Source: an optimization exercise on an open RTL-to-GDS flow (aim: small area, a short achievable clock period and few clock cycles per item). Production flows keep margins and buffers that such runs may drop. At most, simulation tests tie the RTL to the original design; equivalence was not proved.

## run 1
// mandel_engine
module mandel_engine #(
  parameter int W       = 16,
  parameter int FRAC    = 12,
  parameter int ITER_W  = 16,
  parameter int COORD_W = 9
) (
  input  logic               clk,
  input  logic               rst,
  input  logic               cfg_start,
  input  logic [COORD_W-1:0] cfg_pix_w,
  input  logic [COORD_W-1:0] cfg_pix_h,
  input  logic [W-1:0]       cfg_cxs,
  input  logic [W-1:0]       cfg_cys,
  input  logic [W-1:0]       cfg_dcx,
  input  logic [W-1:0]       cfg_dcy,
  input  logic [ITER_W-1:0]  cfg_max_iter,
  input  logic               abort,
  output logic               busy,
  output logic               done,
  output logic               out_valid,
  input  logic               out_ready,
  output logic [COORD_W-1:0] out_x,
  output logic [COORD_W-1:0] out_y,
  output logic [ITER_W-1:0]  out_iter,
  output logic               out_inside
);
For scale: about 3200 cells after synthesis.
clock: 12.0 ns
lec_check: 0
abc_clock_period_in_ps: 5000
cap_margin: 20
core_margin: 2
core_utilization: 40
setup_slack_margin: 5
slew_margin: 20
tns_end_percent: 0
standard.sh (not shown) runs the stock make flow with config.mk's settings and CLKGATE_MAP_FILE= SYNTH_SCRIPT=/design/flow/synth_recipe.tcl, a recipe that flattens the netlist after the stock synthesis.
==> flow/flow/run.sh <==
#!/bin/bash
set -euo pipefail
sed '1s/^proc synth {args} { yosys synth -nofsm -noshare {\*}\$args }$/proc synth {args} { yosys synth -nofsm -noshare -noabc {*}$args }/' synth_recipe.tcl > synth_noabc.tcl
grep -q -- '-noabc' synth_noabc.tcl
bash standard.sh SYNTH_SCRIPT="$PWD/synth_noabc.tcl" SETUP_SLACK_MARGIN=9.2 finish > flow_make.log 2>&1
Testbench counts of run 1, summed over its fixed seeds: cycles 48,565, pixels 3,072.
For run 2, these inputs were changed with respect to run 1:
- changing TNS_END_PERCENT from 0 to 10
--- a/flow/flow/run.sh
+++ b/flow/flow/run.sh
@@ -5 +5 @@
-bash standard.sh SYNTH_SCRIPT="$PWD/synth_noabc.tcl" SETUP_SLACK_MARGIN=9.2 finish > flow_make.log 2>&1
+bash standard.sh SYNTH_SCRIPT="$PWD/synth_noabc.tcl" SETUP_SLACK_MARGIN=8.0 finish > flow_make.log 2>&1
==> run notes <==
In summary, run 2 completed successfully, with a layout that passed the timing, DRC and antenna checks. Compared with run 1, run 2 has less setup slack. Run 2 vs run 1: setup skew after layout down. In run 2 the buffer and inverter count on the worst path turned out 1 lower than in run 1. Aggregate routed wire length in run 2 is 0.95% below run 1.

---

Starting RTL as in the previous note.
Settings: LEC_CHECK=0, ABC_CLOCK_PERIOD_IN_PS=5000, CAP_MARGIN=20, CORE_MARGIN=2, CORE_UTILIZATION=40, SETUP_SLACK_MARGIN=5, SLEW_MARGIN=20; clock period 12.0 ns.
==> flow/flow/run.sh <==
#!/bin/bash
set -euo pipefail
sed '1s/^proc synth {args} { yosys synth -nofsm -noshare {\*}\$args }$/proc synth {args} { yosys synth -nofsm -noshare -noabc {*}$args }/' synth_recipe.tcl > synth_noabc.tcl
grep -q -- '-noabc' synth_noabc.tcl
bash standard.sh SYNTH_SCRIPT="$PWD/synth_noabc.tcl" SETUP_SLACK_MARGIN=8.5 finish > flow_make.log 2>&1
Testbench counts at the start, summed over its fixed seeds: cycles 48,565, pixels 3,072.
Change:
Settings changed: ABC_AREA from default to 1, TNS_END_PERCENT from default to 10.
=> Clock skew came out lower by 0.020 ns. Wire length grows by 8.7%. Die area rises by 3.5%. Worst hold slack got worse by 0.0095 ns. Global-route usage went up by 1.3 points. First-iteration DRC count is lower by 8.6%. Synthesized cell count went up by about 20%. Final cell count goes up by about 13%.
Change:
Settings changed: ABC_AREA 1 to default.
Non-clock buffer count grows by 32.
Wire length shrinks by about 8%.
Count of clock-buffer cells in the layout shrinks by 7.
Cell count shrinks by 13%.
Final area shrinks by 1.6%.
Die area shrinks by 3.4%.
Via count shrinks by 8.7%.
Setup slack gets worse by 0.034 ns.
Worst hold slack hardly moves.
Change:
==> flow/flow/run.sh (replaced) <==
#!/bin/bash
set -euo pipefail
sed '1s/^proc synth {args} { yosys synth -nofsm -noshare {\*}\$args }$/proc synth {args} { yosys synth -nofsm -noshare -noabc {*}$args }/' synth_recipe.tcl > synth_noabc.tcl
grep -q -- '-noabc' synth_noabc.tcl
bash standard.sh SYNTH_SCRIPT="$PWD/synth_noabc.tcl" SETUP_SLACK_MARGIN=8.8 finish > flow_make.log 2>&1
Settings changed: TNS_END_PERCENT 10 to 0.
Result: The changed run finished clean; non-clock buffer count drops by 40; utilization went down by 1.2 points; wire length fell by a few percent.

---

mandel_engine, a different RTL version from the one above (not shown whole).
Size in the first run: ~3300 cells after synthesis, about 0.034 mm2 of cells after synthesis.
==> flow/config.mk <==
export PLATFORM = sky130hd
export DESIGN_NAME = mandel_engine
export DESIGN_NICKNAME = mandel_engine
export VERILOG_FILES = /design/flow/design.v
export SDC_FILE = /design/flow/constraint.sdc
export NUM_CORES = 4
export LEC_CHECK = 0
export ABC_CLOCK_PERIOD_IN_PS = 5000
export CAP_MARGIN = 20
export CORE_MARGIN = 2
export CORE_UTILIZATION = 40
export SETUP_SLACK_MARGIN = 5
export SLEW_MARGIN = 20
==> flow/constraint.sdc <==
create_clock -name core_clock -period 12.0 [get_ports {clk}]
set_input_delay 2.4000 -clock core_clock [delete_from_list [all_inputs] [get_ports {clk}]]
set_output_delay 2.4000 -clock core_clock [all_outputs]
set_load 0.01 [all_outputs]
==> flow/flow/run.sh <==
#!/bin/bash
set -euo pipefail
sed '1s/^proc synth {args} { yosys synth -nofsm -noshare {\*}\$args }$/proc synth {args} { yosys synth -nofsm -noshare -noabc {*}$args }/' synth_recipe.tcl > synth_noabc.tcl
grep -q -- '-noabc' synth_noabc.tcl
bash standard.sh SYNTH_SCRIPT="$PWD/synth_noabc.tcl" SETUP_SLACK_MARGIN=8.5 finish > flow_make.log 2>&1
Rerun with:
==> flow/flow/run.sh (replaced) <==
#!/bin/bash
set -euo pipefail
bash standard.sh SETUP_SLACK_MARGIN=8.5 finish > flow_make.log 2>&1
First-iteration DRC count increases by 29%.
Die area goes up by 2.9%.
Worst hold slack gains 0.016 ns.
Setup slack gets worse by 0.19 ns.
Synthesized area goes up by 2.9%.
Global-route usage is higher by 1.3 points.
Clock skew hardly moves.
Via count grows by 9.2%.
Design area goes up by 4.3%.
Register-to-register slack is worse by 0.19 ns.
No run of this note included a check of the RTL's function; only the layout flow was run.

---

Setup of the reference run:
Another version of the RTL of mandel_engine (not shown whole).
For scale: roughly 3000 cells after synthesis, ~560 flip-flops, ~140 I/O pins, ~33000 sq um of cells after synthesis.
// mandel_engine
module mandel_engine #(
  parameter int W       = 16,
  parameter int FRAC    = 12,
  parameter int ITER_W  = 16,
  parameter int COORD_W = 9
) (
  input  logic               clk,
  input  logic               rst,
  input  logic               cfg_start,
  input  logic [COORD_W-1:0] cfg_pix_w,
  input  logic [COORD_W-1:0] cfg_pix_h,
  input  logic [W-1:0]       cfg_cxs,
  input  logic [W-1:0]       cfg_cys,
  input  logic [W-1:0]       cfg_dcx,
  input  logic [W-1:0]       cfg_dcy,
  input  logic [ITER_W-1:0]  cfg_max_iter,
  input  logic               abort,
  output logic               busy,
  output logic               done,
  output logic               out_valid,
  input  logic               out_ready,
  output logic [COORD_W-1:0] out_x,
  output logic [COORD_W-1:0] out_y,
  output logic [ITER_W-1:0]  out_iter,
  output logic               out_inside
);
clock: 12.0 ns
lec_check: 0
abc_clock_period_in_ps: 5000
cap_margin: 20
core_margin: 2
core_utilization: 40
setup_slack_margin: 5
slew_margin: 20
tns_end_percent: 3
==> flow/flow/run.sh <==
#!/bin/bash
set -euo pipefail
sed '1s/^proc synth {args} { yosys synth -nofsm -noshare {\*}\$args }$/proc synth {args} { yosys synth -nofsm -noshare -noabc {*}$args }/' synth_recipe.tcl > synth_noabc.tcl
grep -q -- '-noabc' synth_noabc.tcl
bash standard.sh SYNTH_SCRIPT="$PWD/synth_noabc.tcl" SETUP_SLACK_MARGIN=8.5 finish > flow_make.log 2>&1
Input changes introduced in the trial run (baseline for comparison: the reference run):
- TNS_END_PERCENT now 10, was 3
==> run notes <==
- In the flow results for the reference run and the trial run, the filler cell count is smaller on the trial run.
- On hold slack, the higher figure sits with the trial run, not the reference run.
- Per the comparison of the trial run with the reference run, minimum period implied by the final worst setup slack up 0.024 ns, final cell count now sits at about the same level.
- [the trial run] amount of wire on met2 after detailed routing rose 1.5% relative to the reference run
- [compare] base=the reference run new=the trial run: I/O pin total was more or less identical, post-cts gate resize count went up by 78, fraction of the cycle the final worst path needs went up 0.20 points, maximum clock rate shows a reduction of 0.0017 GHz.
- Area overhead of the layout relative to synthesis: the reference run vs the trial run — no meaningful difference
No run of this note included a check of the RTL's function; only the layout flow was run.

---

v11:
Another version of the RTL of mandel_engine (not shown whole).
For scale: ~140 I/O pins.
clock: 12.0 ns
lec_check: 0
abc_clock_period_in_ps: 5000
cap_margin: 20
core_margin: 2
core_utilization: 40
place_density: 0.7
setup_slack_margin: 5
slew_margin: 20
tns_end_percent: 0
Scripts as last shown in full above: flow/flow/run.sh
Testbench counts of v11, summed over its fixed seeds: cycles 48,565, pixels 3,072.
## Diff of input files: v30 against v11
--- a/flow/config.mk
+++ b/flow/config.mk
@@ -12 +11,0 @@
-export PLACE_DENSITY = 0.7
==> comparison <==
v30 went all the way through synthesis, placement and routing and the layout is clean on timing, DRC and antenna. Detailed route, v30 vs v11: via total lower for v30. Taking v11 as the reference, in v30 largest net degree at the start of global routing lower, time the final worst path needs with I/O delays and setup went down by 0.057 ns, data arrival time of the critical path went up 0.04 ns.
Relative to v30, the following input files were edited for v4:
--- a/flow/config.mk
+++ b/flow/config.mk
@@ -7,0 +8 @@
+export ABC_AREA = 1
==> comparison <==
The flow did not stop early for v4: all stages ran, and the layout cleared the timing, DRC and antenna checks.
A commonest non-fill, non-tap cell in the layout of sky130_fd_sc_hd__nor2_1 is what v30 shows, while sky130_fd_sc_hd__nand2_1 belongs to v4.
Changes observed in v4 relative to v30: global routing met2 resource utilization now larger, post-layout worst setup margin now larger, number of antenna violations at the first check in global routing now larger.
Diff v30 -> v4: maximum achievable frequency level; cell area moved up.
diff inputs: v4 => v39
--- a/flow/config.mk
+++ b/flow/config.mk
@@ -8,2 +8 @@
-export ABC_AREA = 1
-export ABC_CLOCK_PERIOD_IN_PS = 5000
+export ABC_CLOCK_PERIOD_IN_PS = 3700
### Flow results
Timing, DRC, antenna: 0 failures across v39 and v4. Relative to v4, worst setup slack has decreased by 0.0060 ns in v39. Diff v39..v4 | clock transition at the registers of the reported paths | negligible. In v39 relative to v4, count of inverters not on the clock network in the layout had gone down by more than a quarter. Max met1 routing resource usage after global routing across v39 and v4: v4. Going from v4 to v39, xor/xnor cell area share of the yosys netlist went up 0.30 points, simple-gate area share of the yosys netlist -3.7 points. Status: worst clock skew parity (v4, v39). Summary: with v4 as the reference, post-route standard cell area excluding fillers in v39 moved down slightly. v39 ends up with a sequential share of layout area that is 0.41 points higher than in v4.

---

v6:
Another version of the RTL of mandel_engine (not shown whole).
Size in the first run: roughly 3000 cells after synthesis, about 0.033 sq mm of cells after synthesis.
==> flow/config.mk <==
export PLATFORM = sky130hd
export DESIGN_NAME = mandel_engine
export DESIGN_NICKNAME = mandel_engine
export VERILOG_FILES = /design/flow/design.v
export SDC_FILE = /design/flow/constraint.sdc
export NUM_CORES = 4
export LEC_CHECK = 0
export ABC_CLOCK_PERIOD_IN_PS = 5000
export CAP_MARGIN = 20
export CORE_MARGIN = 2
export CORE_UTILIZATION = 40
export CTS_BUF_LIST = sky130_fd_sc_hd__clkbuf_8
export SETUP_SLACK_MARGIN = 5
export SLEW_MARGIN = 20
export TNS_END_PERCENT = 0
==> flow/constraint.sdc <==
create_clock -name core_clock -period 12.0 [get_ports {clk}]
set_input_delay 2.4000 -clock core_clock [delete_from_list [all_inputs] [get_ports {clk}]]
set_output_delay 2.4000 -clock core_clock [all_outputs]
set_load 0.01 [all_outputs]
Scripts as last shown in full above: flow/flow/run.sh
Testbench counts of v6, summed over its fixed seeds: cycles 48,565, pixels 3,072.
#### Input delta (v7 over v6)
- removing CTS_BUF_LIST (formerly sky130_fd_sc_hd__clkbuf_8)
==> comparison <==
- The met1 track utilization from global routing of v7 exceeds that of v6 by 0.33 points.
- The post-route core utilization of v6 and that of v7 are within noise of each other.
- Max freq v6 -> v7: improved
- Sort v7 and v6 by vias after detailed routing, ascending, and v7 comes first.
- Status: final cell area excluding filler cells parity (v7, v6)
- v7 vs. v6: fraction of area in registers has remained practically unchanged; count of clock-buffer cells in the layout shows a reduction of 29%.

re-timing with driven ports:
How much do the figures lean on ideal ports? The routed layouts below were timed once more, with nothing changed but the port constraints.
Step 1 assumes that a clkbuf_16 drives the clock port and a buf_2 every other input.
Step 2 adds t to the input delays and takes it off the output delays; t is the mean of the earliest and latest rising clock arrival at the registers after step 1. Input paths then give back, and output paths get back, about the clock's delay inside the block.
Slacks: no drivers / after step 1 / after step 2; pairs: no drivers / after step 1.
run	t, ns	setup WS [ns]	hold WS [ns]	clock arrival spread, ns
run 1	0.707	8.264 / 8.257 / 8.032	0.314 / 0.314 / 0.314	0.036 / 0.036
run 2	0.681	7.860 / 7.796 / 7.964	0.317 / 0.317 / 0.317	0.027 / 0.027
the first run of note 2	0.692	8.360 / 8.299 / 8.080	0.326 / 0.326 / 0.326	0.046 / 0.045
the second run of note 2	0.698	8.335 / 8.265 / 8.087	0.316 / 0.316 / 0.316	0.024 / 0.024
the third run of note 2	0.712	8.301 / 8.233 / 8.002	0.318 / 0.318 / 0.318	0.038 / 0.038
the fourth run of note 2	0.707	8.264 / 8.257 / 8.032	0.314 / 0.314 / 0.314	0.036 / 0.036
the first run of note 3	0.707	7.926 / 7.926 / 7.926	0.305 / 0.305 / 0.305	0.050 / 0.050
the second run of note 3	0.699	7.732 / 7.732 / 7.732	0.321 / 0.321 / 0.321	0.053 / 0.053
the reference run	0.671	8.222 / 8.156 / 7.803	0.314 / 0.314 / 0.314	0.031 / 0.031
the trial run	0.698	8.198 / 8.138 / 7.883	0.324 / 0.324 / 0.324	0.068 / 0.067
v11	0.672	8.257 / 8.240 / 7.849	0.320 / 0.320 / 0.320	0.052 / 0.052
v30	0.688	8.313 / 8.296 / 7.868	0.317 / 0.317 / 0.317	0.056 / 0.055
v4	0.698	8.319 / 8.263 / 8.054	0.306 / 0.306 / 0.306	0.057 / 0.057
v39	0.688	8.313 / 8.296 / 7.868	0.317 / 0.317 / 0.317	0.056 / 0.055
v6	0.751	8.166 / 8.122 / 7.730	0.308 / 0.308 / 0.308	0.054 / 0.054
v7	0.686	8.185 / 8.124 / 7.749	0.324 / 0.324 / 0.324	0.029 / 0.030
After both steps every run listed still meets setup and hold.
